This design comes from an exercise in tuning for small area, a short achievable clock period and few clock cycles per item on the open sky130 flow, not from production work. At most, simulation tests tie the RTL to the original design; equivalence was not proved. Only the layout flow was run in run 6; the RTL was not checked for function there.

## flow/design.v (module list and top-level ports; edited modules follow where they fit)
// module lwe_axil_slave: 155 lines
// module lwe_reg_file: 35 lines
// module lwe_keygen_engine: 113 lines
// module lwe_fold32: 240 lines
// module lwe_macc2: 854 lines
// module lwe_fold16: 28 lines
// module lwe_keygen_top: 34 lines
module lwe_keygen_top #(
    parameter int unsigned                     Q         = 3329,
    parameter logic [lwe_regs_pkg::ADDR_W-1:0] BASE_ADDR = 32'h4000_6000
) (
    input  logic                            clk,
    input  logic                            rst_n,
    input  logic                            awvalid,
    output logic                            awready,
    input  logic [lwe_regs_pkg::ADDR_W-1:0] awaddr,
    input  logic                            wvalid,
    output logic                            wready,
    input  logic [lwe_regs_pkg::DATA_W-1:0] wdata,
    output logic                            bvalid,
    input  logic                            bready,
    output logic [1:0]                      bresp,
    input  logic                            arvalid,
    output logic                            arready,
    input  logic [lwe_regs_pkg::ADDR_W-1:0] araddr,
    output logic                            rvalid,
    input  logic                            rready,
    output logic [lwe_regs_pkg::DATA_W-1:0] rdata,
    output logic [1:0]                      rresp
);
  // ...
==> flow/flow/run.sh <==
#!/bin/bash
# The standard layout, with the port buffers made of buf_2 cells instead of the
# default delay buffers. Each tool's output goes to a log file in this folder.
set -euo pipefail
bash standard.sh BUFFER_PORTS_ARGS="-buffer_cell sky130_fd_sc_hd__buf_2" finish > standard_finish.log 2>&1
==> flow/standard.sh <==
#!/bin/bash
# synth_recipe.tcl (not shown) runs the flow's synth.tcl, then flattens the netlist and writes it again
# the make line also repeats each setting of config.mk as NAME=value (left out here)
make -C /OpenROAD-flow-scripts/flow DESIGN_CONFIG=/design/flow/config.mk WORK_HOME=/design/flow/orfs CLKGATE_MAP_FILE= SYNTH_SCRIPT=/design/flow/synth_recipe.tcl "${@:-finish}"
==> flow/config.mk <==
export PLATFORM = sky130hd
export DESIGN_NAME = lwe_keygen_top
export DESIGN_NICKNAME = lwe_keygen_top
export VERILOG_FILES = /design/flow/design.v
export SDC_FILE = /design/flow/constraint.sdc
export NUM_CORES = 4
export LEC_CHECK = 0
export CAP_MARGIN = 20
export CORE_MARGIN = 2
export CORE_UTILIZATION = 40
export PLACE_DENSITY = 0.6
export SETUP_SLACK_MARGIN = 1.5
export SLEW_MARGIN = 20
==> flow/constraint.sdc <==
create_clock -name core_clock -period 30.0 [get_ports {clk}]
set_input_delay 6.0000 -clock core_clock [delete_from_list [all_inputs] [get_ports {clk}]]
set_output_delay 6.0000 -clock core_clock [all_outputs]
set_load 0.01 [all_outputs]
==> impl_metrics.tcl, run 1 <==
set metrics [dict create \
    synth.area.top_cells "edfxtp_1 (34%), fa_1 (22%), dfxtp_1 (5.7%), inv_1 (5.0%), mux4_2 (4.0%)" \
    status "timing/DRC/antenna clean" \
    drt_iter0_drc 2408 \
    synth_seq_cells 516 \
    highest_layer "met5" \
    slew_headroom_pct 11.6 \
    drive_gt1_share_pct 14.2 \
    core_um2 85100 \
    largest_cell_class "multi-input combinational cells" \
    synthXorXnorAreaFrac_pct 1.22 \
    synth_top_area_share_pct 34.2 \
    numPortBuffers 117 \
    r2r-start "u_engine.op_a0[3]" \
    regArea_um2 14400 \
    pin_count 144 \
    wl_met2_um 46400 \
    critPathSlowestCell "dfxtp_1" \
    rr_worst_depth 24 \
    finalWorstSetupSlack_ps 22300 \
    grt_pass1_vias 23090 \
    ant_nets 0 \
    cp-start-kind "register" \
    use_met2_pct 36.7 \
    cts_buffer_depth 3 \
    synth_edf_count 391 \
    post-dp-hpwl_um 71800 \
    worst-path-stages 24 \
    cp-end-kind "register" \
    post-route-period-util_pct 25.7 \
    cts_max_level 2 \
    antenna_found_initial 4 \
    worstHoldPathType "register to register" \
    dieHeight_um 297 \
    slew_violations 0 \
    yosysUniqueCellTypes 78 \
    viasPerCell 5.49 \
    instances_no_fill 4167 \
    cts_resized 0 \
]
Testbench counts, summed over its fixed seeds: cycles 2,432, keygens 64.
==> inputs of run 2 (changes only) <==
==> flow/flow/run.sh (replaced) <==
#!/bin/bash
# The standard layout, with the port buffers made of buf_2 cells instead of the
# default delay buffers, and the resizer's setup repair aiming at 23.3 ns of slack on
# the 30 ns clock. Each tool's output goes to a log file in this folder.
set -euo pipefail
bash standard.sh BUFFER_PORTS_ARGS="-buffer_cell sky130_fd_sc_hd__buf_2" SETUP_SLACK_MARGIN=23.3 finish > standard_finish.log 2>&1
==> run 2 against run 1 <==
Hold slack lost 5.3 ps; die area stayed put; highest routed layer unchanged; sequential share of layout area is 0.74 points lower; setup slack better by 530 ps; critical endpoint is now rdata[6]; flip-flop and latch count did not move; global-route usage fell by 0.37 points; synthesized area unchanged; core utilization rose by 1.2 points; non-clock buffer count rose by 56; critical path depth fell by 23.
==> impl_metrics.tcl, run 2 <==
set metrics [dict create \
    status "timing/DRC/antenna clean" \
    cp-end-kind "output port" \
    synthArstFlopShare_pct 5.23 \
    reg2reg_setup_slack_ps 23380 \
    cp.required_ps 24000 \
    synthMuxAreaShare_pct 6.59 \
    synth-simple-area-share_pct 10.2 \
    viasPerCell 5.45 \
    synth.avg_cell_area_um2 11.8 \
    clk_pin_slew_worst_paths_ps 60 \
    cts_tree "done" \
    syn_area_um2 34300 \
    drive_gt1_share_pct 18.7 \
    post-route-period-util_pct 23.9 \
    synthFlopType "edfxtp_1" \
    slew_violations 0 \
    path_max_fanout 1 \
    max_clock_freq_mhz 139 \
    cts_buffer_depth 3 \
    crit_buf_inv 1 \
    worst_pin_slew_ps 1210 \
    layout_min_cycle_time_ps 7170 \
    fin_setup_tns_ps 0 \
    slew_headroom_pct 19.0 \
    synth_seq_cells 516 \
    rows 107 \
    synth_top_cells_by_count "inv_1 (456), edfxtp_1 (391), fa_1 (369), nand2_1 (316), a22oi_1 (155)" \
    synth.most_common_cell "inv_1" \
    grt.total_usage_pct 23.3 \
    worst-path-stages 1 \
    crit_path_max_incr_delay_ps 370 \
    cts_max_level 2 \
    area_growth_pct 13.9 \
    wl_per_cell_um 24.4 \
    max_cap_viol_count 0 \
    core_um2 85100 \
    initial_core_util_pct 40.3 \
    wl_um 103000 \
    ant_nets 0 \
    grt_overflow 0 \
    insertion_delay_ps 660 \
    synth_edf_count 391 \
    met3_usage_pct 5.19 \
    setup_viol 0 \
    clockRootBuffer "clkbuf_16" \
    grt_setup_unrepaired "yes" \
    cp-start-kind "register" \
    top_usage_layer "met2" \
    critPathSlowestCell "edfxtp_1" \
    synth.area.top_cells "edfxtp_1 (34%), fa_1 (22%), dfxtp_1 (5.7%), inv_1 (5.0%), mux4_2 (4.0%)" \
    fillers 7851 \
    vias 23046 \
    grt_pass1_wl_um 153000 \
    die_w_um 297 \
    synth_top_cell_by_area "edfxtp_1" \
    final_common_cell "inv_1" \
    critical_path.cell_chain "buf_2" \
    fin_util_pct 45.9 \
    largest_reg_flops 336 \
    synth_top_area_share_pct 34.2 \
    synthXorXnorAreaFrac_pct 1.22 \
    drc 0 \
    crit_type "register to output port" \
    yosys_warnings 8 \
    grt_pass1_vias 23306 \
    crit_family "flip-flops" \
    rr_worst_depth 22 \
    synth_top_family_by_area "adder cells" \
    hold_start "u_engine.r_idx[1]" \
    crit_arrival_ps 1170 \
    clock_sinks 516 \
    antenna_found_initial 3 \
    place_congestion 0.888 \
    finalClockSkew_ps 50.5 \
    r2r-end "u_engine.rbuf[25]" \
    multi_input_area_um2 18200 \
    post-dp-hpwl_um 71200 \
    grt_use_met1_pct 32.3 \
    dr.pass1.iters 7 \
    holdPathStages 0 \
    regMostFlops "u_reg_file.word" \
    final_cell_mix "inv_1 (448), edfxtp_1 (391), fa_1 (364)" \
    r2r-start "u_engine.op_b1[11]" \
    synth_fa_ha_area_share_pct 25.1 \
    yosysUniqueCellTypes 78 \
    pin_count 144 \
    synthCells 2898 \
    finalHoldViolCount 0 \
    grt_max_degree 61 \
    dieHeight_um 297 \
    use_met2_pct 36.3 \
    drt_iter0_drc 2568 \
    hold_path_end "u_engine.y_idx[1]" \
    final_net_count 3603 \
    worstHoldPathType "register to register" \
    ys_seq_area_share_pct 41.9 \
    die-area_um2 88200 \
    synth_compound_area_share_pct 8.10 \
    numCtsBuffers 57 \
    regArea_um2 14500 \
    reg_top3 "u_reg_file.word (336), u_engine.rbuf (32)" \
    numPortBuffers 117 \
]
==> run 2: area by class of cell <==
cell class,count,area share [%]
repair buffers,200,3.22
well taps,1144,3.66
multi-input cells,1802,46.5
diodes,3,0.0192
clock inverters,41,1.30
clock buffers,67,3.88
flip-flops and latches,516,37.0
inverters,456,4.40
==> run 2: layer usage <==
metal | vias to the layer above | part of all wire, % | wire length [um]
met4 | 2 | 3.7 | 3780
met5 | - | 0.013 | 13
met2 | 1148 | 45 | 46600
li1 | 10018 | - | -
met1 | 11653 | 41 | 42700
met3 | 225 | 9.8 | 10100
==> run 2: worst max path at each step <==
| stage | end | startpoint |
|---|---|---|
| 6_report | rdata[6] | u_slave.rdata[6] |
| 5_1_grt | rdata[6] | u_slave.rdata[6] |
| 4_1_cts | bvalid | u_slave.bvalid |
| 3_5_place_dp | u_slave.bresp[1] | awaddr[16] |
| 3_3_place_gp | u_slave.bresp[1] | awaddr[16] |
| 2_1_floorplan | u_slave.bresp[1] | awaddr[16] |
==> run 2: kinds of logic after synthesis <==
group	after synthesis
buffers and inverters	603
xor gates and xnor gates	48
AOI/OAI and AO/OA	391
other	1
and+or+nand+nor	729
DFF	516
adders and majority gates	468
muxes	142
==> run 2: what timing repair did <==
action,4_1_cts,5_1_grt
pin swaps,8,37
setup endpoints to repair,64,44
gates cloned,1,0
resized for setup,52,64
setup buffers,10,45
hold buffers,0,0
==> run 2: per-stage QoR <==
| step | worst slack, ps | hold WS [ps] | cells | cell area, um2 |
|---|---|---|---|---|
| finish | 22830 | 322 | 4229 | 39100 |
| global route | 22790 | 315 | 4226 | 39100 |
| CTS | 22800 | 314 | 4181 | 38500 |
| detailed placement | 22070 | 315 | 4062 | 36200 |
| global placement | 22080 | 311 | 4062 | 36200 |
| floorplan | 22580 | 310 | 2920 | 34500 |
==> inputs of run 3 (changes only) <==
==> flow/flow/run.sh (replaced) <==
#!/bin/bash
# The standard layout, with the port buffers made of buf_2 cells instead of the
# default delay buffers, and the resizer's setup repair aiming at 22.8 ns of slack on
# the 30 ns clock. Each tool's output goes to a log file in this folder.
set -euo pipefail
bash standard.sh BUFFER_PORTS_ARGS="-buffer_cell sky130_fd_sc_hd__buf_2" SETUP_SLACK_MARGIN=22.8 finish > standard_finish.log 2>&1
--- a/flow/config.mk
+++ b/flow/config.mk
@@ -8,6 +8,6 @@
 export CAP_MARGIN = 20
 export CORE_MARGIN = 2
-export CORE_UTILIZATION = 40
-export PLACE_DENSITY = 0.6
+export CORE_UTILIZATION = 65
+export PLACE_DENSITY = 0.75
 export SETUP_SLACK_MARGIN = 1.5
 export SLEW_MARGIN = 20
==> run 3 against run 2 <==
Routed wire length decreased by 1.8%; global-route usage increased by 15 points; setup slack got worse by 22 ps; still clean.
==> impl_metrics.tcl, run 3 <==
set metrics [dict create \
    clock_sinks 516 \
    grt_pass1_vias 24706 \
    grt_pass1_wl_um 152000 \
    worst-path-stages 1 \
    initial_core_util_pct 65.6 \
    max_cap_viol_count 0 \
    grt.total_usage_pct 38.4 \
    rows 84 \
    synth-simple-area-share_pct 10.2 \
    cp-end-kind "output port" \
    instances_no_fill 3706 \
    rr_worst_depth 20 \
    worstHoldPathType "register to register" \
    cts_buffer_depth 3 \
    die_w_um 234 \
    fin_setup_tns_ps 0 \
    crit_arrival_ps 1190 \
    cp.required_ps 24000 \
    dieHeight_um 234 \
    synth_top_family_by_area "adder cells" \
    ant_nets 0 \
    final_net_count 3545 \
    ys_seq_area_share_pct 41.9 \
    synth_seq_cells 516 \
    wl_um 101000 \
    holdPathStages 0 \
    crit_type "register to output port" \
    crit_buf_inv 1 \
    final_cell_mix "inv_1 (454), edfxtp_1 (391), fa_1 (369)" \
    synthCells 2898 \
    synthArstFlopShare_pct 5.23 \
    yosysUniqueCellTypes 78 \
    synth.avg_cell_area_um2 11.8 \
    final_common_cell "inv_1" \
    slew_headroom_pct 16.1 \
    synthFlopType "edfxtp_1" \
    status "timing/DRC/antenna clean" \
    dr.pass1.iters 8 \
    worst_pin_slew_ps 1260 \
    cp-start-kind "register" \
    vias 23808 \
    finalClockSkew_ps 33.0 \
    cts_max_level 2 \
    synth_compound_area_share_pct 8.10 \
    cts_hold_buf 0 \
    wl_per_cell_um 27.4 \
    path_max_fanout 1 \
    drive_gt1_share_pct 15.0 \
    crit_family "flip-flops" \
    post-dp-hpwl_um 69700 \
    antenna_found_initial 0 \
    insertion_delay_ps 630 \
    core_um2 52300 \
    synthMuxAreaShare_pct 6.59 \
    setup_viol 0 \
    die-area_um2 54700 \
    grt_setup_unrepaired "yes" \
    synth_top_cell_by_area "edfxtp_1" \
    critical_path.cell_chain "buf_2" \
    critPathSlowestCell "edfxtp_1" \
    synth.area.top_cells "edfxtp_1 (34%), fa_1 (22%), dfxtp_1 (5.7%), inv_1 (5.0%), mux4_2 (4.0%)" \
    grt_max_degree 61 \
    reg_top3 "u_reg_file.word (336), u_engine.rbuf (32)" \
    cts_tree "done" \
    fillers 3538 \
    pin_count 144 \
    numPlacedInstances 3600 \
    grt_overflow 0 \
    finalHoldViolCount 0 \
    area_growth_pct 9.58 \
    synth_top_cells_by_count "inv_1 (456), edfxtp_1 (391), fa_1 (369), nand2_1 (316), a22oi_1 (155)" \
    synthXorXnorAreaFrac_pct 1.22 \
    diodes 0 \
    layout_min_cycle_time_ps 7190 \
    drt_iter0_drc 3012 \
    syn_area_um2 34300 \
    max_clock_freq_mhz 139 \
    clk_pin_slew_worst_paths_ps 60 \
    viasPerCell 6.42 \
    synth.most_common_cell "inv_1" \
    numCtsBuffers 52 \
    slew_violations 0 \
    drc 0 \
    synth_top_area_share_pct 34.2 \
    crit_path_max_incr_delay_ps 400 \
    yosys_warnings 8 \
    post-route-period-util_pct 24.0 \
    clockRootBuffer "clkbuf_16" \
    place_congestion 0.992 \
    largest_reg_flops 336 \
    numPortBuffers 117 \
    synth_fa_ha_area_share_pct 25.1 \
    regMostFlops "u_reg_file.word" \
    synth_edf_count 391 \
]
run 3: metrics by stage:
stage | worst slack [ps] | instance area (um2) | hold WS [ps] | util (%)
finish | 22810 | 37600 | 330 | 71.9
global route | 22720 | 37600 | 333 | 71.9
CTS | 22800 | 37400 | 336 | 71.4
detailed placement | 22140 | 35500 | 324 | 67.8
global placement | 22180 | 35500 | 318 | 67.8
floorplan | 22570 | 34400 | 310 | -
run 3: cells by family (layout without fill, tap and decap cells):
kind of cell | count (synthesis) | after routing
AO/OA/AOI/OAI | 391 | 391
multiplexers | 142 | 142
other | 1 | 23
adder cells (fa/ha/maj) | 468 | 468
buffers and inverters | 603 | 701
AND/OR/NAND/NOR | 729 | 729
flip-flops | 516 | 516
XOR/XNOR | 48 | 48
run 3: final timing paths:
check                      slack [ps]               from           endpoint
min in group asynchronous        5390              rst_n    u_slave.arready
hold / removal                    330  u_engine.r_idx[1]  u_engine.y_idx[1]
hold reg to reg                   330  u_engine.r_idx[1]  u_engine.y_idx[1]
max in group asynchronous       24170              rst_n       u_engine.run
setup / recovery                22810   u_slave.rdata[3]           rdata[3]
setup reg to reg                22950  u_engine.op_a0[6]  u_engine.rbuf[25]
run 3: area by class of cell:
class	instances	area, um2	area share, %
Clock buffer	58	1350	3.57
Clock inverter	39	454	1.21
Inverter	456	1720	4.57
Multi-Input combinational cell	1801	18000	47.7
Sequential cell	516	14400	38.3
Tap cell	688	861	2.29
Timing Repair Buffer	148	856	2.27
run 3: metal layers:
layer	vias up	track usage, %	wire length [um]
met4	0	21.0	6880
met2	1775	58.2	44900
met1	11723	50.3	36000
li1	9883	-	-
met3	427	11.1	13600
met5	-	0	0
run 3: what timing repair did:
action / in CTS / in global routing
gates resized for setup: 23 / 35
cloned: 0 / 0
setup endpoints to repair: 10 / 44
pin swaps: 6 / 11
buffers inserted: 2 / 7
==> inputs of run 4 (changes only) <==
--- a/flow/config.mk
+++ b/flow/config.mk
@@ -8,6 +8,6 @@
 export CAP_MARGIN = 20
 export CORE_MARGIN = 2
-export CORE_UTILIZATION = 65
-export PLACE_DENSITY = 0.75
+export CORE_UTILIZATION = 40
+export PLACE_DENSITY = 0.6
 export SETUP_SLACK_MARGIN = 1.5
 export SLEW_MARGIN = 20
==> run 4 against run 3 <==
Still clean; clock-buffer cell count increased by 10; routed wire length increased by 0.86%; non-clock buffer count decreased by 2; sequential share of layout area decreased by 0.48 points; core utilization decreased by 27 points; design area increased by 1.3%.
==> impl_metrics.tcl, run 4 <==
set metrics [dict create \
    clk_pin_slew_worst_paths_ps 70 \
    post-dp-hpwl_um 71400 \
    synth_compound_area_share_pct 8.10 \
    cp.required_ps 24000 \
    grt_overflow 0 \
    multi_input_area_um2 17900 \
    holdPathStages 0 \
    fillers 7905 \
    synth.area.top_cells "edfxtp_1 (34%), fa_1 (22%), dfxtp_1 (5.7%), inv_1 (5.0%), mux4_2 (4.0%)" \
    die-area_um2 88200 \
    reg2reg_setup_slack_ps 22990 \
    area_growth_pct 11.0 \
    cp-start-kind "register" \
    finalHoldViolCount 0 \
    max_cap_viol_count 0 \
    status "timing/DRC/antenna clean" \
    reg_top3 "u_reg_file.word (336), u_engine.rbuf (32)" \
    antenna_found_initial 4 \
    slew_headroom_pct 19.3 \
    synth_top_family_by_area "adder cells" \
    final_cell_mix "inv_1 (455), edfxtp_1 (391), fa_1 (369)" \
    wl_per_cell_um 24.5 \
    rows 107 \
    largest_reg_flops 336 \
    whs_ps 325 \
    grt_pass1_vias 23273 \
    ant_nets 0 \
    synth_top_cells_by_count "inv_1 (456), edfxtp_1 (391), fa_1 (369), nand2_1 (316), a22oi_1 (155)" \
    r2r-end "u_engine.rbuf[25]" \
    crit_path_max_incr_delay_ps 410 \
    grt.total_usage_pct 23.3 \
    synth_edf_count 391 \
    synth_top_area_share_pct 34.2 \
    crit_buf_inv 1 \
    cts_buffer_depth 3 \
    max_clock_freq_mhz 139 \
    drive_gt1_share_pct 15.1 \
    path_max_fanout 1 \
    synth-simple-area-share_pct 10.2 \
    crit_arrival_ps 1190 \
    crit_start "u_slave.rdata[8]" \
    synthFlopType "edfxtp_1" \
    dieHeight_um 297 \
    vias 22614 \
    worstHoldPathType "register to register" \
    critical_path.cell_chain "buf_2" \
    numCtsBuffers 57 \
    yosysUniqueCellTypes 78 \
    synth.most_common_cell "inv_1" \
    numPortBuffers 117 \
    cts_tree "done" \
    die_w_um 297 \
    final_common_cell "inv_1" \
    wl_um 102000 \
    r2r-start "u_engine.op_a0[8]" \
    synthCells 2898 \
    synth_fa_ha_area_share_pct 25.1 \
    setup_viol 0 \
    synth_top_cell_by_area "edfxtp_1" \
    grt_max_degree 61 \
    cts_hold_buf 0 \
    synthXorXnorAreaFrac_pct 1.22 \
    fin_setup_tns_ps 0 \
    place_congestion 0.891 \
    final_net_count 3548 \
    finalClockSkew_ps 51.0 \
    drt_iter0_drc 2694 \
    drc 0 \
    synthMuxAreaShare_pct 6.59 \
    yosys_warnings 8 \
    ys_seq_area_share_pct 41.9 \
    crit_family "flip-flops" \
    worst_pin_slew_ps 1210 \
    grt_setup_unrepaired "yes" \
    syn_area_um2 34300 \
    slew_violations 0 \
    clock_sinks 516 \
    regMostFlops "u_reg_file.word" \
    crit_type "register to output port" \
    diodes 0 \
    synth.avg_cell_area_um2 11.8 \
    clockRootBuffer "clkbuf_16" \
    synthArstFlopShare_pct 5.23 \
    layout_min_cycle_time_ps 7190 \
    critPathSlowestCell "edfxtp_1" \
    core_um2 85100 \
    post-route-period-util_pct 24.0 \
    cp-end-kind "output port" \
    initial_core_util_pct 40.3 \
    pin_count 144 \
    worst-path-stages 1 \
    regArea_um2 14400 \
    insertion_delay_ps 660 \
    cts_max_level 2 \
    crit_path_end "rdata[8]" \
    grt_pass1_wl_um 153000 \
    viasPerCell 5.42 \
    synth_seq_cells 516 \
    rr_worst_depth 21 \
    dr.pass1.iters 6 \
]
[run 4: how the worst min path moves through the flow]
stage | start | to | slack (ps)
2_1_floorplan | u_engine.r_idx[0] | u_engine.y_idx[0] | 310
3_3_place_gp | u_engine.r_idx[3] | u_engine.y_idx[3] | 310
3_5_place_dp | u_engine.r_idx[1] | u_engine.y_idx[1] | 310
4_1_cts | u_engine.r_idx[3] | u_engine.y_idx[3] | 330
5_1_grt | u_engine.r_idx[4] | u_engine.y_idx[4] | 340
6_report | u_engine.r_idx[4] | u_engine.y_idx[4] | 320
[run 4: cells by family (layout without fill, tap and decap cells)]
kind of cell	count (synthesis)	in the layout
simple gates	729	729
buf+inv	603	708
flops	516	516
fa+ha+maj	468	468
compound gates	391	391
mux	142	142
xor+xnor	48	48
other cells	1	23
[run 4: worst register-to-register path, stage by stage, from the launching register on]
cell	delay, ps
dfxtp_1	690
nand2_1	140
fa_1	510
inv_1	50
fa_1	530
fa_1	520
inv_1	60
fa_1	460
fa_1	550
inv_1	60
fa_1	560
fa_1	420
ha_1	440
and4_1	230
o211a_1	170
a22oi_2	60
buf_4	180
nor4_4	260
o31ai_4	150
a311oi_2	350
o211ai_1	120
a31o_2	260
[run 4: per-stage QoR]
step / instances / utilization (%) / worst slack [ps] / cell area (um2)
2_1_floorplan: 2920 / - / 22570 / 34400
3_3_place_gp: 4061 / 42.4 / 22100 / 36100
3_5_place_dp: 4061 / 42.4 / 22080 / 36100
4_1_cts: 4168 / 44.6 / 22760 / 38000
5_1_grt: 4169 / 44.8 / 22750 / 38100
6_report: 4169 / 44.8 / 22810 / 38100
[run 4: metal layers]
metal | vias up | wire length, um | GRT usage (%) | share of wire [%]
li1 | 9903 | - | - | -
met1 | 11360 | 42400 | 32.6 | 42
met2 | 1148 | 46000 | 36.0 | 45
met3 | 201 | 10200 | 4.97 | 10
met4 | 2 | 3610 | 8.06 | 3.5
met5 | - | 9 | 0 | 0.0088
[run 4: area by class of cell]
cell class,count,share of cell area (%)
clock inverters,38,0.863
inverters,456,4.50
multi-input cells,1801,46.9
repair buffers,146,2.12
clock buffers,68,3.96
well taps,1144,3.76
flip-flops and latches,516,37.9
[run 4: what timing repair did]
action,in CTS,in global routing
buffers inserted,1,1
resized for setup,15,27
setup endpoints to repair,41,22
pin swaps,0,6
==> inputs of run 5 (changes only) <==
==> flow/flow/run.sh (replaced) <==
#!/bin/bash
# The standard layout, with three changes made through ORFS variables:
# - the port buffers are buf_2 cells instead of the default delay buffers;
# - clock tree synthesis clusters up to 24 sinks per leaf buffer and adds no dummy loads;
# - the resizer's setup repair aims at 22.8 ns of slack on the 30 ns clock.
# Each tool's output goes to a log file in this folder.
set -euo pipefail
bash standard.sh \
  BUFFER_PORTS_ARGS="-buffer_cell sky130_fd_sc_hd__buf_2" \
  CTS_ARGS="-sink_clustering_enable -repair_clock_nets -dont_use_dummy_load -sink_clustering_size 24 -sink_clustering_max_diameter 120" \
  SETUP_SLACK_MARGIN=22.8 \
  finish > standard_finish.log 2>&1
==> run 5 against run 4 <==
Highest routed layer unchanged; via count fell by 0.88%; clock skew grew 66 ps.
==> impl_metrics.tcl, run 5 <==
set metrics [dict create \
    grt_setup_unrepaired "yes" \
    finalHoldViolCount 0 \
    ant_nets 0 \
    grt_overflow 0 \
    synth_edf_count 391 \
    cp-end-kind "output port" \
    finalClockSkew_ps 117 \
    fillers 7994 \
    slew_headroom_pct 20.0 \
    r2r-end "u_engine.rbuf[25]" \
    setup_viol 0 \
    path_max_fanout 1 \
    syn_area_um2 34300 \
    synth.most_common_cell "inv_1" \
    vias 22414 \
    crit_path_max_incr_delay_ps 400 \
    final_common_cell "inv_1" \
    drt_iter0_drc 2508 \
    wl_um 101000 \
    synthArstFlopShare_pct 5.23 \
    core_um2 85100 \
    synth.area.top_cells "edfxtp_1 (34%), fa_1 (22%), dfxtp_1 (5.7%), inv_1 (5.0%), mux4_2 (4.0%)" \
    synth.avg_cell_area_um2 11.8 \
    reg2reg_setup_slack_ps 22940 \
    synth_seq_cells 516 \
    clk_pin_slew_worst_paths_ps 100 \
    grt_pass1_wl_um 151000 \
    slew_violations 0 \
    worstHoldPathType "register to register" \
    critical_path.cell_chain "buf_2" \
    finalWorstSetupSlack_ps 22800 \
    synthCells 2898 \
    drive_gt1_share_pct 13.3 \
    grt_pass1_vias 22886 \
    synth_top_area_share_pct 34.2 \
    max_cap_viol_count 0 \
    reg_top3 "u_reg_file.word (336), u_engine.rbuf (32)" \
    worst_pin_slew_ps 1200 \
    drc 0 \
    status "timing/DRC/antenna clean" \
    die_w_um 297 \
    cts_buffer_depth 3 \
    max_clock_freq_mhz 139 \
    critPathSlowestCell "edfxtp_1" \
    final_cell_mix "inv_1 (456), edfxtp_1 (391), fa_1 (369)" \
    insertion_delay_ps 650 \
    crit_buf_inv 1 \
    dieHeight_um 297 \
    initial_core_util_pct 40.3 \
    post-route-period-util_pct 24.0 \
    holdPathStages 0 \
    grt.total_usage_pct 22.9 \
    cts_tree "done" \
    wl_per_cell_um 24.8 \
    die-area_um2 88200 \
    synth_top_cells_by_count "inv_1 (456), edfxtp_1 (391), fa_1 (369), nand2_1 (316), a22oi_1 (155)" \
    cp-start-kind "register" \
    antenna_found_initial 4 \
    clockRootBuffer "clkbuf_16" \
    clock_sinks 516 \
    grt_max_degree 61 \
    ys_seq_area_share_pct 41.9 \
    crit_type "register to output port" \
    crit_family "flip-flops" \
    regMostFlops "u_reg_file.word" \
    yosys_warnings 8 \
    rows 107 \
    synth_top_cell_by_area "edfxtp_1" \
    numPortBuffers 117 \
    synthFlopType "edfxtp_1" \
    dp_slack_ps 22080 \
    final_net_count 3520 \
    post-dp-hpwl_um 71400 \
    pin_count 144 \
    hold_start "u_engine.r_idx[3]" \
    cp.required_ps 24000 \
    viasPerCell 5.48 \
    fin_setup_tns_ps 0 \
    area_growth_pct 7.69 \
    layout_min_cycle_time_ps 7200 \
    rr_worst_depth 21 \
    dr.pass1.iters 5 \
    crit_arrival_ps 1210 \
    cts_max_level 1 \
    largest_reg_flops 336 \
    r2r-start "u_engine.op_b0[3]" \
    numCtsBuffers 28 \
    hold_path_end "u_engine.y_idx[3]" \
    place_congestion 0.891 \
    yosysUniqueCellTypes 78 \
    cts_hold_buf 0 \
]
[run 5: cell counts after synthesis]
No cell type changed its count.
[run 5: through the flow]
| step | area (um2) | std cells | util [%] | hold WS (ps) |
|---|---|---|---|---|
| finish | 37000 | 4093 | 43.4 | 334 |
| global route | 37000 | 4092 | 43.4 | 344 |
| CTS | 36900 | 4091 | 43.3 | 334 |
| detailed placement | 36100 | 4061 | 42.4 | 314 |
| global placement | 36100 | 4061 | 42.4 | 313 |
| floorplan | 34400 | 2920 | - | 310 |
[run 5: repair_timing]
action,4_1_cts,5_1_grt
buffers inserted,2,1
endpoints found under the setup margin,41,17
pin swaps,0,5
hold endpoints to repair,0,0
resized for setup,17,18
[run 5: worst max path at each step]
stage                      start                end  slack (ps)  cells past startpoint
2_1_floorplan         awaddr[16]   u_slave.bresp[1]       22570                      8
3_3_place_gp              wvalid  u_engine.rbuf[25]       22100                      4
3_5_place_dp              wvalid  u_engine.rbuf[25]       22080                      4
4_1_cts         u_slave.bresp[1]           bresp[1]       22760                      1
5_1_grt        u_engine.op_a0[3]  u_engine.rbuf[25]       22690                     25
6_report        u_slave.bresp[1]           bresp[1]       22800                      1
[run 5: final cells by class]
cell class	count	area, um2	share of cell area, %
timing repair buffer	147	817	2.21
tap	1144	1430	3.87
inverter	456	1710	4.63
sequential	516	14400	39.0
multi-input combinational	1801	17900	48.4
antenna	1	2.50	0.00677
clock buffer	28	701	1.89
[run 5: routing by layer]
layer / part of all wire [%] / vias up / global-route usage [%] / wire (um)
li1: - / 9781 / - / -
met1: 42 / 11388 / 32.4 / 42500
met2: 45 / 1071 / 36.2 / 46000
met3: 9.5 / 170 / 4.26 / 9620
met4: 3.1 / 4 / 6.73 / 3190
met5: 0.026 / - / 0 / 26
[run 5: logic make-up after synthesis]
family          after synthesis  synth area share [%]
xor+xnor                     48                  1.22
fa+ha+maj                   468                  25.1
mux                         142                  6.59
compound gates              391                  8.10
simple gates                729                  10.2
flops                       516                  41.9
buf+inv                     603                  6.88
other cells                   1                0.0109
==> module lwe_axil_slave, before the edit <==
module lwe_axil_slave #(
    parameter logic [lwe_regs_pkg::ADDR_W-1:0] BASE_ADDR = 32'h4000_6000
) (
    input  logic        clk,
    input  logic        rst_n,
    input  logic        awvalid,
    output logic        awready,
    input  logic [31:0] awaddr,
    input  logic        wvalid,
    output logic        wready,
    input  logic [31:0] wdata,
    output logic        bvalid,
    input  logic        bready,
    output logic [1:0]  bresp,
    input  logic        arvalid,
    output logic        arready,
    input  logic [31:0] araddr,
    output logic        rvalid,
    input  logic        rready,
    output logic [31:0] rdata,
    output logic [1:0]  rresp,
    output logic        w_load,      
    input  logic        w_held_d0,   
    output logic        op_wr,       
    output logic [4:0]  op_idx,
    output logic        start,       
    output logic [4:0]  rd_idx,      
    input  logic [11:0] rd_data,     
    input  logic        busy,
    input  logic        done,
    input  logic        active,    
    input  logic        hold,      
    input  logic        hold_d,    
    input  logic [3:0]  pend       
);
    localparam logic [24:0] WIN = BASE_ADDR[31:7];
    logic       aw_v;
    logic       aw_op;       
    logic       aw_ctl;      
    logic [4:0] aw_idx;
    logic       w_v;
    logic       w_lost;
    logic       bsk_v;
    logic       bsk_err;
    logic       aw_hs, w_hs;
    logic       in_hit, in_op, in_ctl;
    logic       have_aw, have_w, b_space, exec;
    logic       c_op, c_ctl, c_lost, c_d0, ok, busy_v, eng;
    assign aw_hs  = awvalid && awready;
    assign w_hs   = wvalid && wready;
    assign in_hit = (awaddr[31:7] == WIN);
    assign in_op  = in_hit && !(awaddr[6] && awaddr[5]);
    assign in_ctl = in_hit && (awaddr[6:2] == lwe_regs_pkg::IDX_CTRL);
    assign have_aw = aw_v || aw_hs;
    assign have_w  = w_v || w_hs;
    assign b_space = !(bvalid && bsk_v);
    assign exec    = have_aw && have_w && b_space && !hold;
    assign c_op   = aw_v ? aw_op  : in_op;
    assign c_ctl  = aw_v ? aw_ctl : in_ctl;
    assign c_lost = w_v  ? w_lost : eng;
    assign c_d0   = w_v  ? w_held_d0 : wdata[0];
    assign busy_v = busy || start;
    assign eng    = active || start;
    assign ok     = (c_op || c_ctl) && !busy_v && !c_lost;
    assign w_load = w_hs && !eng;
    assign op_wr  = exec && ok && c_op;
    assign op_idx = aw_v ? aw_idx : awaddr[6:2];
    always_ff @(posedge clk or negedge rst_n) begin
        if (!rst_n) begin
            aw_v    <= 1'b0;
            w_v     <= 1'b0;
            start   <= 1'b0;
            awready <= 1'b0;
            wready  <= 1'b0;
            bvalid  <= 1'b0;
            bsk_v   <= 1'b0;
        end else begin
            start   <= exec && ok && c_ctl && c_d0;
            aw_v    <= have_aw && !exec;
            w_v     <= have_w && !exec;
            awready <= !(have_aw && !exec);
            wready  <= !(have_w && !exec) && !hold_d;
            if (!bvalid || bready) begin
                bvalid <= bsk_v || exec;
                bsk_v  <= bsk_v && exec;
            end else begin
                bsk_v  <= bsk_v || exec;
            end
        end
    end
    always_ff @(posedge clk) begin
        if (aw_hs && !aw_v) begin
            aw_op  <= in_op;
            aw_ctl <= in_ctl;
            aw_idx <= awaddr[6:2];
        end
        if (w_hs) begin
            w_lost <= eng;
        end
        if (!bvalid || bready) begin
            bresp[1] <= bsk_v ? bsk_err : !ok;
            bsk_err  <= !ok;
        end else if (!bsk_v) begin
            bsk_err  <= !ok;
        end
    end
    assign bresp[0] = 1'b0;
    logic       q_v;
    logic       q_err;
    logic       q_t;
    logic [4:0] q_idx;
    logic       ar_hs, in_rhit, pop;
    logic [4:0] in_ridx;
    logic [11:0] r_data;
    assign ar_hs   = arvalid && arready;
    assign in_ridx = araddr[6:2];
    assign in_rhit = (araddr[31:7] == WIN);
    assign pop     = q_v && (!rvalid || rready) && !(q_t && pend[q_idx[1:0]]);
    always_ff @(posedge clk or negedge rst_n) begin
        if (!rst_n) begin
            q_v     <= 1'b0;
            arready <= 1'b0;
            rvalid  <= 1'b0;
        end else begin
            q_v     <= (q_v && !pop) || ar_hs;
            arready <= !((q_v && !pop) || ar_hs);
            if (!rvalid || rready) begin
                rvalid <= pop;
            end
        end
    end
    always_ff @(posedge clk) begin
        if (ar_hs) begin
            q_err <= !in_rhit || (in_ridx[4:2] == 3'b111 && in_ridx[1:0] != 2'b01);
            q_idx <= in_ridx;
            q_t   <= in_rhit && in_ridx[4:2] == 3'b110;
        end
        if (pop) begin
            rresp[1]    <= q_err;
            rdata[11:0] <= r_data;
        end
    end
    assign rd_idx = q_idx;
    always_comb begin
        if (q_err) begin
            r_data = '0;
        end else if (q_idx == lwe_regs_pkg::IDX_STATUS) begin
            r_data = {10'b0, done && !start, busy_v};
        end else begin
            r_data = rd_data;
        end
    end
    assign rresp[0]     = 1'b0;
    assign rdata[31:12] = '0;
endmodule
==> module lwe_reg_file, before the edit <==
module lwe_reg_file (
    input  logic         clk,
    input  logic         rst_n,
    input  logic [11:0]  wr_data,
    input  logic         wr_en,
    input  logic [4:0]   wr_idx,
    input  logic [4:0]   rd_idx,
    output logic [11:0]  rd_data,
    output logic [191:0] mat_a,
    output logic [47:0]  vec_s,
    output logic [47:0]  vec_e
);
    logic [11:0] word [0:27];
    logic        clr;
    always_ff @(posedge clk or negedge rst_n) begin
        if (!rst_n) begin
            clr <= 1'b1;
        end else begin
            clr <= 1'b0;
        end
    end
    always_ff @(posedge clk) begin
        for (int i = 0; i < 28; i++) begin
            if (clr || (wr_en && wr_idx == 5'(i))) word[i] <= clr ? 12'd0 : wr_data;
        end
    end
    always_comb begin
        for (int i = 0; i < 16; i++) mat_a[i*12 +: 12] = word[i];
        for (int i = 0; i < 4; i++) begin
            vec_s[i*12 +: 12] = word[16 + i];
            vec_e[i*12 +: 12] = word[20 + i];
        end
    end
    assign rd_data = word[rd_idx[4:2] == 3'b111 ? 5'd0 : rd_idx];
endmodule
==> module lwe_keygen_engine, before the edit <==
module lwe_keygen_engine (
    input  logic         clk,
    input  logic         rst_n,
    input  logic [31:0]  wdata,
    input  logic         w_load,
    output logic         w_held_d0,
    input  logic         op_wr,
    input  logic [4:0]   op_idx,
    input  logic         start,
    input  logic [191:0] mat_a,
    input  logic [47:0]  vec_s,
    input  logic [47:0]  vec_e,
    output logic         busy,
    output logic         done,
    output logic         active,
    output logic         hold,
    output logic         hold_d,
    output logic [3:0]   pend,
    output logic [11:0]  wr_data,
    output logic         wr_en,
    output logic [4:0]   wr_idx
);
    logic [31:0] rbuf;
    logic [15:0] ybuf;
    logic        r_v, y_v;
    logic [4:0]  r_idx, y_idx;
    logic        run;
    logic [2:0]  cnt;
    logic [1:0]  wait_n;
    logic [2:0]  nxt;
    logic [11:0] op_a0, op_a1, op_b0, op_b1, op_e;
    logic [25:0] addend, esum;
    logic [15:0] fold;
    logic        hazard, step, row_done;
    assign nxt = cnt + {2'b0, step};
    always_ff @(posedge clk) begin
        op_a0 <= mat_a[{nxt, 1'b0}*12 +: 12];
        op_a1 <= mat_a[{nxt, 1'b1}*12 +: 12];
        op_b0 <= nxt[0] ? vec_s[24 +: 12] : vec_s[0  +: 12];
        op_b1 <= nxt[0] ? vec_s[36 +: 12] : vec_s[12 +: 12];
        op_e  <= vec_e[nxt[2:1]*12 +: 12];
    end
    assign addend = cnt[0] ? rbuf[25:0] : {14'b0, op_e};
    lwe_macc2 u_macc (
        .a0(op_a0), .b0(op_b0), .a1(op_a1), .b1(op_b1), .c(addend), .y(esum)
    );
    lwe_fold32 u_fold32 (.x(rbuf), .y(fold));
    lwe_fold16 u_fold16 (.y(ybuf), .r(wr_data));
    assign hazard = y_v && (y_idx == 5'd0 || y_idx == 5'd1 || y_idx == 5'd16 ||
                            y_idx == 5'd17 || y_idx == 5'd20);
    assign step     = run && (wait_n == 2'd0);
    assign hold_d   = hold ? !(y_v && y_idx == 5'd27) : (step && cnt == 3'd0);
    assign row_done = step && cnt[0];
    always_ff @(posedge clk) begin
        if (run) begin
            rbuf <= {6'b0, esum};
        end else if (w_load) begin
            rbuf <= wdata;
        end
        ybuf  <= fold;
        r_idx <= run ? {3'b110, cnt[2:1]} : op_idx;
        y_idx <= r_idx;
    end
    assign w_held_d0 = rbuf[0];
    assign wr_en     = y_v;
    assign wr_idx    = y_idx;
    always_ff @(posedge clk or negedge rst_n) begin
        if (!rst_n) begin
            busy   <= 1'b0;
            done   <= 1'b0;
            active <= 1'b0;
            hold   <= 1'b0;
            pend   <= 4'b0;
            run    <= 1'b0;
            cnt    <= 3'd0;
            wait_n <= 2'd0;
            r_v    <= 1'b0;
            y_v    <= 1'b0;
        end else begin
            r_v  <= op_wr || row_done;
            y_v  <= r_v;
            hold <= hold_d;
            if (start) begin
                busy   <= 1'b1;
                done   <= 1'b0;
                active <= 1'b1;
                pend   <= 4'hF;
                run    <= 1'b1;
                wait_n <= {1'b0, hazard};
            end else begin
                if (wait_n != 2'd0) begin
                    wait_n <= wait_n - 2'd1;
                end
                if (step && cnt == 3'd0) begin
                    busy <= 1'b0;
                    done <= 1'b1;
                end
                if (step && cnt == 3'd7) begin
                    run <= 1'b0;
                end
                if (y_v && y_idx[4:3] == 2'b11) begin
                    pend[y_idx[1:0]] <= 1'b0;
                    if (y_idx[1:0] == 2'd3) begin
                        active <= 1'b0;
                    end
                end
            end
            if (step) begin
                cnt <= cnt + 3'd1;
            end
        end
    end
endmodule
==> module lwe_keygen_top, before the edit <==
module lwe_keygen_top #(
    parameter int unsigned                     Q         = 3329,
    parameter logic [lwe_regs_pkg::ADDR_W-1:0] BASE_ADDR = 32'h4000_6000
) (
    input  logic                            clk,
    input  logic                            rst_n,
    input  logic                            awvalid,
    output logic                            awready,
    input  logic [lwe_regs_pkg::ADDR_W-1:0] awaddr,
    input  logic                            wvalid,
    output logic                            wready,
    input  logic [lwe_regs_pkg::DATA_W-1:0] wdata,
    output logic                            bvalid,
    input  logic                            bready,
    output logic [1:0]                      bresp,
    input  logic                            arvalid,
    output logic                            arready,
    input  logic [lwe_regs_pkg::ADDR_W-1:0] araddr,
    output logic                            rvalid,
    input  logic                            rready,
    output logic [lwe_regs_pkg::DATA_W-1:0] rdata,
    output logic [1:0]                      rresp
);
    logic         w_load, w_held_d0, op_wr, start, busy, done, active, hold, hold_d;
    logic [3:0]   pend;
    logic [4:0]   op_idx, rd_idx, wr_idx;
    logic [11:0]  rd_data, wr_data;
    logic         wr_en;
    logic [191:0] mat_a;
    logic [47:0]  vec_s, vec_e;
    lwe_axil_slave #(.BASE_ADDR(BASE_ADDR)) u_slave (.*);
    lwe_reg_file u_reg_file (.*);
    lwe_keygen_engine u_engine (.*);
endmodule
==> inputs of run 6 (changes only) <==
--- a/flow/design.v
+++ b/flow/design.v
@@ -42,5 +42,7 @@
     output logic        start,       
     output logic [4:0]  rd_idx,      
-    input  logic [11:0] rd_data,     
+    input  logic [11:0] rd_t,        
+    input  logic [11:0] rd_op,       
+    input  logic        ops_free,    
     input  logic        busy,
     input  logic        done,
@@ -125,4 +127,6 @@
     logic       q_err;
     logic       q_t;
+    logic       q_ase;
+    logic       q_rdy;
     logic [4:0] q_idx;
     logic       ar_hs, in_rhit, pop;
@@ -132,12 +136,15 @@
     assign in_ridx = araddr[6:2];
     assign in_rhit = (araddr[31:7] == WIN);
-    assign pop     = q_v && (!rvalid || rready) && !(q_t && pend[q_idx[1:0]]);
+    assign pop     = q_v && (!rvalid || rready) && !(q_t && pend[q_idx[1:0]]) &&
+                     !(q_ase && !q_rdy);
     always_ff @(posedge clk or negedge rst_n) begin
         if (!rst_n) begin
             q_v     <= 1'b0;
+            q_rdy   <= 1'b0;
             arready <= 1'b0;
             rvalid  <= 1'b0;
         end else begin
             q_v     <= (q_v && !pop) || ar_hs;
+            q_rdy   <= q_v && !pop && ops_free;
             arready <= !((q_v && !pop) || ar_hs);
             if (!rvalid || rready) begin
@@ -151,4 +158,5 @@
             q_idx <= in_ridx;
             q_t   <= in_rhit && in_ridx[4:2] == 3'b110;
+            q_ase <= in_rhit && !(in_ridx[4] && in_ridx[3]);
         end
         if (pop) begin
@@ -164,5 +172,5 @@
             r_data = {10'b0, done && !start, busy_v};
         end else begin
-            r_data = rd_data;
+            r_data = q_t ? rd_t : rd_op;
         end
     end
@@ -178,5 +186,5 @@
     input  logic [4:0]   wr_idx,
     input  logic [4:0]   rd_idx,
-    output logic [11:0]  rd_data,
+    output logic [11:0]  rd_t,       
     output logic [191:0] mat_a,
     output logic [47:0]  vec_s,
@@ -204,5 +212,5 @@
         end
     end
-    assign rd_data = word[rd_idx[4:2] == 3'b111 ? 5'd0 : rd_idx];
+    assign rd_t = word[{3'b110, rd_idx[1:0]}];
 endmodule
 `timescale 1ns/100ps
@@ -216,4 +224,7 @@
     input  logic [4:0]   op_idx,
     input  logic         start,
+    input  logic [4:0]   rd_idx,     
+    output logic [11:0]  rd_op,      
+    output logic         ops_free,   
     input  logic [191:0] mat_a,
     input  logic [47:0]  vec_s,
@@ -241,5 +252,10 @@
     logic [15:0] fold;
     logic        hazard, step, row_done;
-    assign nxt = cnt + {2'b0, step};
+    assign ops_free = !(start || run);
+    assign nxt = !ops_free ? cnt + {2'b0, step} :
+                 !rd_idx[4] ? {rd_idx[3:2], rd_idx[1]} :
+                 rd_idx[2]  ? {rd_idx[1:0], 1'b0} : {2'b00, rd_idx[1]};
+    assign rd_op = !rd_idx[4] ? (rd_idx[0] ? op_a1 : op_a0) :
+                   rd_idx[2]  ? op_e : (rd_idx[0] ? op_b1 : op_b0);
     always_ff @(posedge clk) begin
         op_a0 <= mat_a[{nxt, 1'b0}*12 +: 12];
@@ -1469,5 +1485,6 @@
     logic [3:0]   pend;
     logic [4:0]   op_idx, rd_idx, wr_idx;
-    logic [11:0]  rd_data, wr_data;
+    logic [11:0]  rd_t, rd_op, wr_data;
+    logic         ops_free;
     logic         wr_en;
     logic [191:0] mat_a;
==> run 6 against run 5 <==
Critical path depth did not move; design area decreased by 2.1%; clock skew shrank 43 ps; routed wire length shrank 13%; clock-buffer cell count is 1 lower; first-iteration DRC count is 24% lower; hold slack about the same; still clean on timing, DRC and antenna; global-route usage shrank 2.3 points; highest routed layer unchanged; flip-flop and latch count grew 2.
==> impl_metrics.tcl, run 6 <==
set metrics [dict create \
    status "timing/DRC/antenna clean" \
    final_cell_mix "inv_1 (459), edfxtp_1 (392), fa_1 (369)" \
    synth_compound_area_share_pct 5.73 \
    yosysUniqueCellTypes 73 \
    final_common_cell "inv_1" \
    synthFlopType "edfxtp_1" \
    synth_seq_cells 518 \
    synthMuxAreaShare_pct 8.25 \
    pin_count 144 \
    vias 20146 \
    synth_fa_ha_area_share_pct 26.0 \
    cp.required_ps 24000 \
    reg2reg_setup_slack_ps 22960 \
    finalHoldViolCount 0 \
    insertion_delay_ps 620 \
    area_growth_pct 8.90 \
    max_clock_freq_mhz 138 \
    yosys_warnings 8 \
    synth_top_cells_by_count "inv_1 (461), edfxtp_1 (392), fa_1 (369), nand2_1 (198), and2_1 (140)" \
    clock_sinks 518 \
    slew_violations 0 \
    synthXorXnorAreaFrac_pct 1.42 \
    cts_buffer_depth 3 \
    die-area_um2 85400 \
    numCtsBuffers 27 \
    worstHoldPathType "register to register" \
    slew_headroom_pct 31.7 \
    cts_tree "done" \
    numPlacedInstances 3750 \
    ys_seq_area_share_pct 43.4 \
    dieHeight_um 292 \
    dr.pass1.iters 5 \
    syn_area_um2 33200 \
    synth_edf_count 392 \
    numPortBuffers 117 \
    crit_path_max_incr_delay_ps 490 \
    worst_pin_slew_ps 999 \
    die_w_um 292 \
    wl_um 87700 \
    grt_overflow 0 \
    setup_viol 0 \
    post-dp-hpwl_um 62000 \
    drt_iter0_drc 1896 \
    path_max_fanout 2 \
    regMostFlops "u_reg_file.word" \
    cts_max_level 1 \
    clockRootBuffer "clkbuf_16" \
    initial_core_util_pct 40.5 \
    drive_gt1_share_pct 16.8 \
    final_net_count 3331 \
    synthArstFlopShare_pct 5.41 \
    synth_top_area_share_pct 35.4 \
    grt_pass1_vias 21347 \
    drc 0 \
    viasPerCell 5.26 \
    wl_per_cell_um 22.9 \
    cp-start-kind "register" \
    place_congestion 0.897 \
    crit_arrival_ps 1230 \
    grt.total_usage_pct 20.6 \
    instances_no_fill 3830 \
    synth_top_family_by_area "adder cells" \
    cp-end-kind "output port" \
    synth.most_common_cell "inv_1" \
    reg_top3 "u_reg_file.word (336), u_engine.rbuf (32)" \
    grt_max_degree 62 \
    crit_family "flip-flops" \
    crit_buf_inv 1 \
    synth_top_cell_by_area "edfxtp_1" \
    critical_path.cell_chain "buf_6" \
    post-route-period-util_pct 24.1 \
    grt_pass1_wl_um 132000 \
    fin_setup_tns_ps 0 \
    crit_type "register to output port" \
    rows 105 \
    synth-simple-area-share_pct 8.19 \
    largest_reg_flops 336 \
    core_um2 82100 \
    synthCells 2651 \
    antenna_found_initial 5 \
    synth.area.top_cells "edfxtp_1 (35%), fa_1 (22%), dfxtp_1 (5.9%), inv_1 (5.2%), mux4_2 (4.1%)" \
    finalClockSkew_ps 73.6 \
    ant_nets 0 \
    layout_min_cycle_time_ps 7230 \
    clk_pin_slew_worst_paths_ps 100 \
    max_cap_viol_count 0 \
    grt_setup_unrepaired "yes" \
    critPathSlowestCell "dfrtp_2" \
    synth.avg_cell_area_um2 12.5 \
]
==> run 6: cell count changes after synthesis, moves of 14 or more <==
| cell | previous run | this run |
|---|---|---|
| nand3_1 | 37 | 18 |
| nor2_1 | 99 | 80 |
| a21oi_1 | 56 | 83 |
| nor2b_1 | 19 | 33 |
| nand2_1 | 316 | 198 |
| mux2_2 | 61 | 84 |
| clkbuf_1 | 113 | 89 |
| a211oi_1 | 11 | 46 |
| mux2i_1 | 19 | 41 |
| a22oi_1 | 155 | 2 |
==> run 6: routing by layer <==
layer / up-vias / track usage (%) / share of wire (%)
met5: - / 0 / 0.011
met4: 2 / 6.27 / 3.4
met3: 141 / 3.12 / 6.7
met2: 746 / 34.4 / 48
met1: 10378 / 27.9 / 42
li1: 8879 / - / -
==> run 6: final timing paths <==
check | to | start | cells after the start
worst max-delay path | rvalid | u_slave.rvalid | 1
worst min-delay path | u_engine.y_idx[2] | u_engine.r_idx[2] | 0
worst max register to register | u_engine.rbuf[21] | u_engine.op_a0[9] | 22
worst min register to register | u_engine.y_idx[2] | u_engine.r_idx[2] | 0
max in group asynchronous | u_slave.arready | rst_n | 1
min in group asynchronous | u_engine.y_v | rst_n | 1
==> run 6: what timing repair did <==
action                                  in CTS  in global routing
setup buffers                               28                 24
pin swaps                                    3                  8
endpoints found under the setup margin      16                 19
hold buffers                                 0                  0
resized for setup                           53                 20
==> run 6: metrics by stage <==
stage	util (%)	area (um2)	setup slack, ps	hold WS (ps)
2_1_floorplan	-	33300	22570	310
3_3_place_gp	42.5	34900	22070	313
3_5_place_dp	42.5	34900	22050	315
4_1_cts	43.8	35900	22750	336
5_1_grt	44.1	36200	22670	339
6_report	44.1	36200	22770	334
==> run 6: cell families (layout without fill, tap and decap cells) <==
| group | count (synthesis) | after routing |
|---|---|---|
| AND/OR/NAND/NOR | 549 | 549 |
| XOR/XNOR | 53 | 53 |
| other | 1 | 24 |
| buffers and inverters | 591 | 677 |
| flip-flops | 518 | 518 |
| AO/OA/AOI/OAI | 284 | 284 |
| multiplexers | 187 | 187 |
| adder cells (fa/ha/maj) | 468 | 468 |
==> run 6: cell type report <==
type                    instances  area (um2)
diodes                          1        2.50
flip-flops and latches        518       14500
fillers                      7437       45900
well taps                    1070        1340
inverters                     461        1740
repair buffers                189        1150
multi-input cells            1564       16800
clock buffers                  27         676

-- afterwards: timing with drivers on the ports --
The flow's constraints put no driver on any port. The routed layouts listed below were extracted and timed again, unchanged, in two steps.
Step 1: set_driving_cell puts a clkbuf_16 on clk and a buf_2 on each other input, an assumption about the parent block.
Step 2 also shifts input and output timing later by t, the mid clock arrival at the registers, as if the neighbouring blocks saw the same clock.
Slacks: no drivers / after step 1 / after step 2; pairs: no drivers / after step 1.
run	shift t [ns]	slack for setup (ns)	cell pins on the clock port's net
run 1	0.702	22.301 / 22.301 / 22.218	1
run 2	0.699	22.830 / 22.767 / 22.265	1
run 3	0.673	22.807 / 22.750 / 22.230	1
run 4	0.696	22.814 / 22.750 / 22.281	1
run 5	0.661	22.795 / 22.730 / 22.315	1
run 6	0.640	22.772 / 22.711 / 22.259	1
After both steps setup and hold are still met in every run listed. The setup slack of run 3, which loses most, moves by -0.057 ns with the drivers and by -0.577 ns with both steps.
